What follows belongs to an exercise in optimizing a design on an open flow for small area, a short achievable clock period and few clock cycles; a production flow would make more cautious choices.
Only the layout flow was run in this run; the RTL was not checked for function there.
No activity file was given, so power comes from the tool's default toggle rates.

## flow/standard.sh

```bash
#!/bin/bash
# synth_recipe.tcl (not shown) runs the flow's synth.tcl, then flattens the netlist and writes it again
# the make line also repeats each setting of config.mk as NAME=value (left out here)
make -C /OpenROAD-flow-scripts/flow DESIGN_CONFIG=/design/flow/config.mk WORK_HOME=/design/flow/orfs CLKGATE_MAP_FILE= SYNTH_SCRIPT=/design/flow/synth_recipe.tcl "${@:-finish}"
```

## flow/constraint.sdc

```tcl
create_clock -name core_clock -period 6.5 [get_ports {clk}]
set_input_delay 1.3000 -clock core_clock [delete_from_list [all_inputs] [get_ports {clk}]]
set_output_delay 1.3000 -clock core_clock [all_outputs]
set_load 0.01 [all_outputs]
```

## flow/design.v

```verilog
module c_subset_lexer (
    input  logic        clk,
    input  logic        rst_n,
    input  logic        char_valid,
    output logic        char_stall,
    input  logic [7:0]  char_code,
    output logic        token_valid,
    input  logic        token_stall,
    output logic [4:0]  token_kind,
    output logic [23:0] token_start,
    output logic [15:0] token_length,
    output logic [23:0] line_number,
    output logic [30:0] token_value,
    output logic        last_of_run
);
    localparam logic [4:0] K_EOF = 5'd0, K_ERROR = 5'd1, K_IDENT = 5'd2, K_NUMBER = 5'd3,
                           K_LPAREN = 5'd4, K_RPAREN = 5'd5, K_LBRACE = 5'd6, K_RBRACE = 5'd7,
                           K_SEMI = 5'd8, K_COMMA = 5'd9, K_PLUS = 5'd10, K_MINUS = 5'd11,
                           K_STAR = 5'd12, K_SLASH = 5'd13, K_BANG = 5'd14, K_NE = 5'd15,
                           K_ASSIGN = 5'd16, K_EQ = 5'd17, K_LT = 5'd18, K_LE = 5'd19,
                           K_GT = 5'd20, K_GE = 5'd21;
    localparam logic [4:0] W_NONE = 5'd0, W_I = 5'd1, W_IN = 5'd2, W_E = 5'd3, W_EL = 5'd4,
                           W_ELS = 5'd5, W_W = 5'd6, W_WH = 5'd7, W_WHI = 5'd8, W_WHIL = 5'd9,
                           W_R = 5'd10, W_RE = 5'd11, W_RET = 5'd12, W_RETU = 5'd13,
                           W_RETUR = 5'd14, W_IF = 5'd22, W_ELSE = 5'd23, W_INT = 5'd24,
                           W_WHILE = 5'd25, W_RETURN = 5'd26;
    localparam logic [30:0] VALUE_LIMIT = 31'h7FFF_FFFF;
    function automatic logic is_letter(input logic [7:0] c);
        is_letter = ((c >= "A") && (c <= "Z")) || ((c >= "a") && (c <= "z"));
    endfunction
    function automatic logic is_digit(input logic [7:0] c);
        is_digit = (c >= "0") && (c <= "9");
    endfunction
    function automatic logic [4:0] imm_kind(input logic [7:0] c);
        case (c)
            8'h00:   imm_kind = K_EOF;
            "(":     imm_kind = K_LPAREN;
            ")":     imm_kind = K_RPAREN;
            "{":     imm_kind = K_LBRACE;
            "}":     imm_kind = K_RBRACE;
            ";":     imm_kind = K_SEMI;
            ",":     imm_kind = K_COMMA;
            "+":     imm_kind = K_PLUS;
            "-":     imm_kind = K_MINUS;
            "*":     imm_kind = K_STAR;
            default: imm_kind = K_ERROR;
        endcase
    endfunction
    function automatic logic [4:0] kw_init(input logic [7:0] c);
        case (c)
            "i":     kw_init = W_I;
            "e":     kw_init = W_E;
            "w":     kw_init = W_W;
            "r":     kw_init = W_R;
            default: kw_init = W_NONE;
        endcase
    endfunction
    function automatic logic [4:0] kw_step(input logic [4:0] s, input logic [7:0] c);
        kw_step = W_NONE;
        case (s)
            W_I:     if (c == "f") kw_step = W_IF; else if (c == "n") kw_step = W_IN;
            W_IN:    if (c == "t") kw_step = W_INT;
            W_E:     if (c == "l") kw_step = W_EL;
            W_EL:    if (c == "s") kw_step = W_ELS;
            W_ELS:   if (c == "e") kw_step = W_ELSE;
            W_W:     if (c == "h") kw_step = W_WH;
            W_WH:    if (c == "i") kw_step = W_WHI;
            W_WHI:   if (c == "l") kw_step = W_WHIL;
            W_WHIL:  if (c == "e") kw_step = W_WHILE;
            W_R:     if (c == "e") kw_step = W_RE;
            W_RE:    if (c == "t") kw_step = W_RET;
            W_RET:   if (c == "u") kw_step = W_RETU;
            W_RETU:  if (c == "r") kw_step = W_RETUR;
            W_RETUR: if (c == "n") kw_step = W_RETURN;
            default: kw_step = W_NONE;
        endcase
    endfunction
    localparam int CF_W = 9;
    localparam int CF_WC = 0, CF_DG = 1, CF_US = 2, CF_NUL = 3, CF_NL = 4, CF_SL = 5,
                   CF_EQ = 6, CF_OP = 7, CF_IM = 8;
    function automatic logic [CF_W-1:0] classify(input logic [7:0] c);
        logic ltr, dg, us, nl, ws, sl, eq, op;
        ltr = is_letter(c);
        dg  = is_digit(c);
        us  = (c == "_");
        nl  = (c == 8'h0A);
        ws  = (c == " ") || (c == 8'h09) || (c == 8'h0D);
        sl  = (c == "/");
        eq  = (c == "=");
        op  = (c == "!") || eq || (c == "<") || (c == ">");
        classify = '0;
        classify[CF_WC]  = ltr || dg || us;
        classify[CF_DG]  = dg;
        classify[CF_US]  = us;
        classify[CF_NUL] = (c == 8'h00);
        classify[CF_NL]  = nl;
        classify[CF_SL]  = sl;
        classify[CF_EQ]  = eq;
        classify[CF_OP]  = op;
        classify[CF_IM]  = !(ltr || dg || us || nl || ws || sl || op);
    endfunction
    logic        va, vb;           
    logic [7:0]  ca, cb;           
    logic [CF_W-1:0] cf;           
    logic        m_word, m_num, m_numx, m_slash, m_comm, m_op;
    logic [1:0]  op;               
    logic [4:0]  kw;               
    logic        eof_pend;         
    logic        nl_pend;          
    logic [23:0] pos_last;         
    logic [23:0] line_last;        
    logic [15:0] len;              
    logic [30:0] acc;              
    logic        hs_pend;          
    logic        hv;               
    logic [4:0]  hkind;
    logic        hlast;
    logic        hvm;              
    logic [23:0] hs;               
    logic        sv;               
    logic [7:0]  sb;               
    logic        seof;             
    logic        sblk;             
    logic c_letter, c_digit, c_us, c_nul, c_nl, c_slash, c_eq, c_opch, c_imm, c_wc;
    assign c_wc     = cf[CF_WC];
    assign c_digit  = cf[CF_DG];
    assign c_us     = cf[CF_US];
    assign c_letter = c_wc && !c_digit && !c_us;
    assign c_nul    = cf[CF_NUL];
    assign c_nl     = cf[CF_NL];
    assign c_slash  = cf[CF_SL];
    assign c_eq     = cf[CF_EQ];
    assign c_opch   = cf[CF_OP];
    assign c_imm    = cf[CF_IM];
    logic accept, go, fire, adv, split, m_idle, m_numa;
    assign m_idle     = !(m_word || m_num || m_numx || m_slash || m_comm || m_op);
    assign m_numa     = m_num || m_numx;
    assign split      = m_numa && c_us;
    assign go         = !(hv && token_stall);
    assign fire       = va && !(sv && sblk);
    assign adv        = fire && !split;
    assign char_stall = vb;
    assign accept     = char_valid && !vb;
    logic word_cont, num_cont, num_acc;
    logic pend_word, pend_num, pend_slash, pend_tok, pend_pos, pend_two;
    logic run_idle, st_word, st_num, imm_tok;
    logic [4:0] pend_kind;
    assign word_cont  = m_word && c_wc;
    assign num_cont   = m_numa && c_wc && !c_us;
    assign num_acc    = m_num && c_digit;
    assign pend_word  = m_word && !c_wc;
    assign pend_num   = m_numa && !(c_wc && !c_us);
    assign pend_slash = m_slash && !c_slash;
    assign pend_pos   = pend_slash || m_op;
    assign pend_two   = m_op && c_eq;
    assign pend_tok   = pend_word || pend_num || pend_pos;
    assign run_idle   = m_idle || pend_word || (pend_num && !c_us) || pend_slash ||
                        (m_op && !c_eq) || (m_comm && (c_nul || c_nl));
    assign st_word    = run_idle && c_wc && !c_digit;
    assign st_num     = run_idle && c_digit;
    assign imm_tok    = run_idle && c_imm;
    always_comb
    begin
        if (m_word)      pend_kind = kw[4] ? kw : K_IDENT;
        else if (m_numa) pend_kind = K_NUMBER;
        else if (m_slash) pend_kind = K_SLASH;
        else begin
            case (op)
                2'd0:    pend_kind = c_eq ? K_NE : K_BANG;
                2'd1:    pend_kind = c_eq ? K_EQ : K_ASSIGN;
                2'd2:    pend_kind = c_eq ? K_LE : K_LT;
                default: pend_kind = c_eq ? K_GE : K_GT;
            endcase
        end
    end
    logic [23:0] pos_cur, line_cur;
    assign pos_cur  = eof_pend ? 24'd0 : pos_last + 24'd1;
    assign line_cur = eof_pend ? 24'd1 :
                      (nl_pend && (line_last != 24'hFF_FFFF)) ? line_last + 24'd1 : line_last;
    logic [30:0] acc_step;
    logic        acc_sat;
    assign acc_sat  = (acc > 31'd214748364) || ((acc == 31'd214748364) && (ca[3:0] > 4'd7));
    assign acc_step = ((acc << 3) + (acc << 1) + {27'd0, ca[3:0]}) | {31{acc_sat}};
    logic xfer;         
    logic to_head;      
    logic to_spare;     
    logic imm_head;     
    logic [7:0] kb;     
    assign xfer     = sv;
    assign to_head  = fire && !sv && (pend_tok || imm_tok);
    assign imm_head = fire && !sv && !pend_tok && imm_tok;
    assign to_spare = fire && imm_tok && (sv || pend_tok);
    assign kb       = sv ? sb : ca;
    always_ff @(posedge clk or negedge rst_n)
    begin
        if (!rst_n) begin
            va       <= 1'b0;
            vb       <= 1'b0;
            m_word   <= 1'b0;
            m_num    <= 1'b0;
            m_numx   <= 1'b0;
            m_slash  <= 1'b0;
            m_comm   <= 1'b0;
            m_op     <= 1'b0;
            eof_pend <= 1'b1;
            nl_pend  <= 1'b0;
            hs_pend  <= 1'b0;
            hv       <= 1'b0;
            sv       <= 1'b0;
        end
        else begin
            if (go) begin
                va <= adv ? (vb || accept) : (va || accept);
                vb <= !adv && (vb || (va && accept));
            end
            else begin
                va <= va || accept;
                vb <= vb || (va && accept);
            end
            if (go && fire) begin
                m_word  <= word_cont || st_word;
                m_num   <= (m_num && c_digit) || st_num;
                m_numx  <= num_cont && (m_numx || c_letter);
                m_slash <= run_idle && c_slash;
                m_comm  <= (m_slash && c_slash) || (m_comm && !(c_nul || c_nl));
                m_op    <= run_idle && c_opch;
            end
            if (go && adv) begin
                eof_pend <= c_nul;
                nl_pend  <= c_nl;
            end
            if (go) begin
                hs_pend <= fire && (st_word || st_num) && (sv || pend_tok);
                hv      <= xfer || to_head;
                sv      <= to_spare;
            end
        end
    end
    always_ff @(posedge clk)
    begin
        if (go ? (adv ? !vb : !va) : !va) begin
            ca <= char_code;
            cf <= classify(char_code);
        end
        else if (go && adv) begin
            ca <= cb;
            cf <= classify(cb);
        end
        if ((go ? !adv : 1'b1) && va && !vb) begin
            cb <= char_code;
        end
        if (go) begin
            if (adv) begin
                pos_last  <= pos_cur;
                line_last <= line_cur;
            end
            if (fire && run_idle && c_opch) begin
                op <= !ca[4] ? 2'd0 : c_eq ? 2'd1 : ca[1] ? 2'd3 : 2'd2;
            end
            if (fire && st_word) begin
                kw <= kw_init(ca);
            end
            else if (fire && word_cont) begin
                kw <= kw_step(kw, ca);
            end
            if (fire && (word_cont || num_cont)) begin
                len <= (len == 16'hFFFF) ? len : len + 16'd1;
            end
            else if (fire && (st_word || st_num || pend_slash || (m_op && !c_eq))) begin
                len <= 16'd1;
            end
            else if (fire && pend_two) begin
                len <= 16'd2;
            end
            else if (imm_head) begin
                len <= {15'd0, !c_nul};
            end
            else if (xfer) begin
                len <= {15'd0, !seof};
            end
            if (fire && st_num) begin
                acc <= {27'd0, ca[3:0]};
            end
            else if (fire && num_acc) begin
                acc <= acc_step;
            end
            else if (imm_head) begin
                acc <= {23'd0, ca};
            end
            else if (xfer) begin
                acc <= {23'd0, sb};
            end
            if (xfer || to_head) begin
                hkind <= (to_head && pend_tok) ? pend_kind : imm_kind(kb);
                hlast <= !to_spare || xfer;
                hvm   <= (to_head && pend_tok) ? m_numa : (imm_kind(kb) == K_ERROR);
            end
            if (xfer || (to_head && pend_pos) || hs_pend) begin
                hs <= pos_last;
            end
            else if (imm_head || (fire && (st_word || st_num))) begin
                hs <= pos_cur;
            end
            if (to_spare) begin
                sb   <= ca;
                seof <= c_nul;
                sblk <= c_nul || (imm_kind(ca) == K_ERROR);
            end
        end
    end
    assign token_valid  = hv;
    assign token_kind   = hkind;
    assign token_start  = hs;
    assign token_length = len;
    assign line_number  = line_last;
    assign token_value  = hvm ? acc : 31'd0;
    assign last_of_run  = hlast;
endmodule
```

## flow/config.mk

```make
export PLATFORM = sky130hd
export DESIGN_NAME = c_subset_lexer
export DESIGN_NICKNAME = c_subset_lexer
export VERILOG_FILES = /design/flow/design.v
export SDC_FILE = /design/flow/constraint.sdc
export NUM_CORES = 4
export LEC_CHECK = 0
export CAP_MARGIN = 20
export CORE_MARGIN = 4
export CORE_UTILIZATION = 40
export SETUP_SLACK_MARGIN = 3.5
export SLEW_MARGIN = 20
export TNS_END_PERCENT = 5
```

## flow/flow/run.sh

```bash
#!/bin/bash
# Layout flow: the standard synthesis unchanged, then the standard ORFS layout with
# plain buffers (not delay cells) on the ports and for timing repair.
set -euo pipefail
bash standard.sh synth > synth.log 2>&1
export BUFFER_PORTS_ARGS="-buffer_cell sky130_fd_sc_hd__buf_2"
export DONT_USE_CELLS="sky130_fd_sc_hd__clkdlybuf4s15_1 sky130_fd_sc_hd__clkdlybuf4s15_2 sky130_fd_sc_hd__clkdlybuf4s18_1 sky130_fd_sc_hd__clkdlybuf4s18_2 sky130_fd_sc_hd__clkdlybuf4s25_1 sky130_fd_sc_hd__clkdlybuf4s25_2 sky130_fd_sc_hd__clkdlybuf4s50_1 sky130_fd_sc_hd__clkdlybuf4s50_2 sky130_fd_sc_hd__dlygate4sd1_1 sky130_fd_sc_hd__dlygate4sd2_1 sky130_fd_sc_hd__dlygate4sd3_1 sky130_fd_sc_hd__dlymetal6s2s_1 sky130_fd_sc_hd__dlymetal6s4s_1 sky130_fd_sc_hd__dlymetal6s6s_1"
bash standard.sh > layout.log 2>&1
```

==> flow_summary_export.csv <==
group,metric,value,unit
setup_path,critPathArrivalTime,3.36,ns
setup_path,critPathLaunchType,"flop",
setup_path,path_max_fanout,6,
power_and_ir_drop,pwr-share-clk,0.125,
global_routing,grt_usage,0.187,
synth,muxShareOfSynthArea,0.0311,
synth,synth_warnings,1,
layout,final_cell_mix,"168 x edfxtp_1, 127 x nor2_1, 114 x buf_2",
power_and_ir_drop,switching_share,0.468,
power_and_ir_drop,vdd_ir_drop_max,233,uV
synth,synth-compound-area-share,0.157,
synth,syn_nets,1296,
route,first_pass_iters,5,
synth,netlist_instances,1222,
layout,diodes,0,
setup_path,crit_family,"compound AO/OA/AOI/OAI gates",
setup_path,worstSetupPathType,"flop to flop",
place,dp_hpwl,22.5,mm
synth,seq_area_frac_synth,0.444,
layout,area_delta_synth_final,13.6,%
global_routing,overflow,0,
synth,synth_simple_gate_area_frac,0.226,
floorplanning,die_height,182,microns
timing,rsz0062_at_grt,"yes",
run,maxCapViolCount,0,
floorplanning,die_area,33100,sq um
synth,ys_dominant_reg_cell,"edfxtp_1",
global_routing,grt_max_degree,41,
timing,setup-violations-final,0,
route,drc,0,
synth,synth-xor-area-share,0.0499,
synth,async_reset_ff_frac,0.0718,
clock_network,h-tree-depth,4,
timing,worst_pin_slew,1.04,ns
global_routing,antenna_found_initial,0,
timing,finalClockSkew,0.0135,ns
clock_network,clock-root-buffer,"clkbuf_16",
power_and_ir_drop,power.switching,3930,uW
timing,maxSlewHeadroom,0.300,
setup_path,slowest_delay,0.55,ns
power_and_ir_drop,pwr_density_cell,612,nW/um^2
global_routing,grt_pass1_wl,51.3,mm
floorplanning,die_x,182,microns
layout,drive_gt1_frac,0.171,
power_and_ir_drop,power_frac_seq,0.334,
layout,final_common_cell,"edfxtp_1",
route,drtAntennaViolNets,0,
synth,synth_area,12100,sq um
global_routing,grt_pass1_vias,9469,
route,viasPerCell,5.79,
outcome,outcome,"no timing/DRC/antenna violations",
clock_network,clk_latency,0.45,ns
clock_network,clock_sinks,181,
setup_path,crit_path_end_kind,"flop",
route,drt-total-wl,31.8,mm
power_and_ir_drop,combPwrFrac,0.541,
synth,synthAdderAreaFrac,0.0653,
route,drtIter0Drc,902,
place,place_congestion,0.905,
clock_network,clockBufferDepth,2,
floorplanning,row_count,63,
clock_network,tritoncts,"yes",
timing,fin_crit_sh,0.476,
route,vias,9937,
floorplanning,pin_count,115,
clock_network,path_clk_slew,0.08,ns
power_and_ir_drop,p_int,4480,uW
synth,ys_types,82,
setup_path,cp_data_required_time,6.76,ns
place,port_buffers,114,
layout,fin_cells,1715,
timing,finalWorstPathRequiredPeriod,3.09,ns
setup_path,cp_num_buf_inv,0,
layout,layout.nets,1386,
worst_hold_path,min_path_type,"flop to flop",
clock_network,cts_buffers,17,
setup_path,slowest_stage,"fa_1",
timing,fmax,323,MHz
synth,syn_avg_cell_area,9.90,sq um
timing,maxSlewViolCount,0,
floorplanning,core_region_area,29700,sq um
power_and_ir_drop,power_leakage,0.00521,uW
floorplanning,start_util,0.407,
timing,hold_viol,0,
synth,synth-edff-count,168,
route,wl_per_cell,18.5,microns
place,dp_cells,1675,
synth,ys_ff_latch,181,
timing,final.setup.tns,0,ns
setup_path,cp_cell_sequence,"fa_1 -> ha_1 -> a21o_1 -> nand4_1 -> a211oi_1 -> nor3_2 -> o311a_1 -> o32ai_1",
synth,synth_top_family_by_area,"simple AND/OR/NAND/NOR gates",
==> Yosys cell counts (13+ instances only) <==
library cell,count,area [sq um]
nor2b_1,15,93.8
nand2b_1,20,125
xnor2_1,32,280
nand3_1,55,275
mux2_2,21,236
nand2_1,83,312
and3_1,24,150
xor2_1,37,324
and2_1,47,294
nor3_1,34,170
nand4_1,19,119
inv_1,17,63.8
mux2i_1,14,140
a21oi_1,74,370
edfxtp_1,168,5040
nor4_1,24,150
clkbuf_1,52,195
a21o_1,19,143
o31ai_1,13,97.6
nor2_1,127,477
o21ai_0,57,285
ha_1,60,751
==> cell type report <==
class                           count  area, sq um
Fill cell                        2841        16000
Multi-Input combinational cell    964         6490
Sequential cell                   181         5370
Timing Repair Buffer              131          734
Tap cell                          390          488
Clock buffer                       18          439
Clock inverter                     14          159
Inverter                           17         63.8
==> sequential cells by signal, indices dropped and copies added (netlist names), 8 cells and up <==
signal     count
ca             8
pos_last      24
cf             9
sb             8
cb             8
line_last     24
hs            24
len           16
acc           31
==> path summary, 6_finish.rpt <==
path	from	end	slack, ns	depth (start not counted)
worst max-delay path	ca[3]	acc[27]	3.41	8
max in group asynchronous	rst_n	eof_pend	5.46	1
worst min-delay path	hs_pend	hs_pend	0.50	2
worst max register to register	ca[3]	acc[27]	3.41	8
worst min register to register	hs_pend	hs_pend	0.50	2
min in group asynchronous	rst_n	vb	0.74	1
==> power groups by stage <==
stage	logic [uW]	clock network, uW	registers, uW
2_1_floorplan	3210	0	2640
3_3_place_gp	4310	0	2870
3_5_place_dp	4360	0	2880
4_1_cts	4480	1070	2820
5_1_grt	5060	1120	2900
6_report	4550	1060	2810
==> kinds of logic (layout without fill, tap and decap cells) <==
group | Yosys count | count (layout)
and+or+nand+nor | 518 | 518
AOI/OAI and AO/OA | 280 | 280
DFF | 181 | 181
buffers and inverters | 77 | 180
xor gates and xnor gates | 69 | 69
adders and majority gates | 62 | 62
muxes | 35 | 35
==> repair_timing <==
action,in CTS,in global routing
buffers inserted,6,2
hold endpoints to repair,0,0
pin swaps,2,1
endpoints found under the setup margin,91,103
gates cloned,0,0
hold buffers,0,0
gates resized for setup,5,2
==> worst reg2reg max path: stages, from the launching register on <==
cell      delay (ns)
edfxtp_1        0.47
fa_1            0.55
ha_1            0.30
a21o_1          0.13
nand4_1         0.19
a211oi_1        0.45
nor3_2          0.16
o311a_1         0.38
o32ai_1         0.28
==> metrics by stage <==
step / utilization / hold slack (ns) / total power, uW / setup slack [ns] / cell area (sq um)
floorplan: - / 0.424 / 5850 / 2.89 / 12100
global placement: 0.438 / 0.471 / 7170 / 3.18 / 13000
detailed placement: 0.439 / 0.474 / 7240 / 3.14 / 13000
CTS: 0.461 / 0.497 / 8370 / 3.35 / 13700
global route: 0.462 / 0.501 / 9080 / 3.25 / 13700
finish: 0.462 / 0.496 / 8410 / 3.41 / 13700
==> per-layer routing <==
metal | track usage | share of wire
met2 | 0.299 | 0.46
met1 | 0.269 | 0.48
met4 | 0.0426 | 0.014
met5 | 0 | 0
met3 | 0.0294 | 0.044

## static timing again, ports no longer ideal
No port has a modelled driver above. Below, the same layout with a new extraction and two added sets of constraints. Step 1 (the two cells are an assumption about what drives the block):
set clk [get_ports {clk}]
set_driving_cell -lib_cell sky130_fd_sc_hd__clkbuf_16 $clk
set_driving_cell -lib_cell sky130_fd_sc_hd__buf_2 [delete_from_list [all_inputs] $clk]
Step 2 adds t to the input delays and takes it off the output delays; t is the mean of the earliest and latest rising clock arrival at the registers after step 1. Input paths then give back, and output paths get back, about the clock's delay inside the block. Slacks: ideal / step 1 / step 2; pairs: ideal / step 1.
t, ns: 0.488
setup slack, ns: 3.406 / 3.406 / 3.118
worst setup path at the end: input to register
latest minus earliest clock arrival (ns): 0.014 / 0.014
After both steps this run still meets setup and hold. For this run, drivers alone change the setup slack by 0.000 ns; drivers and shift together by -0.288 ns.
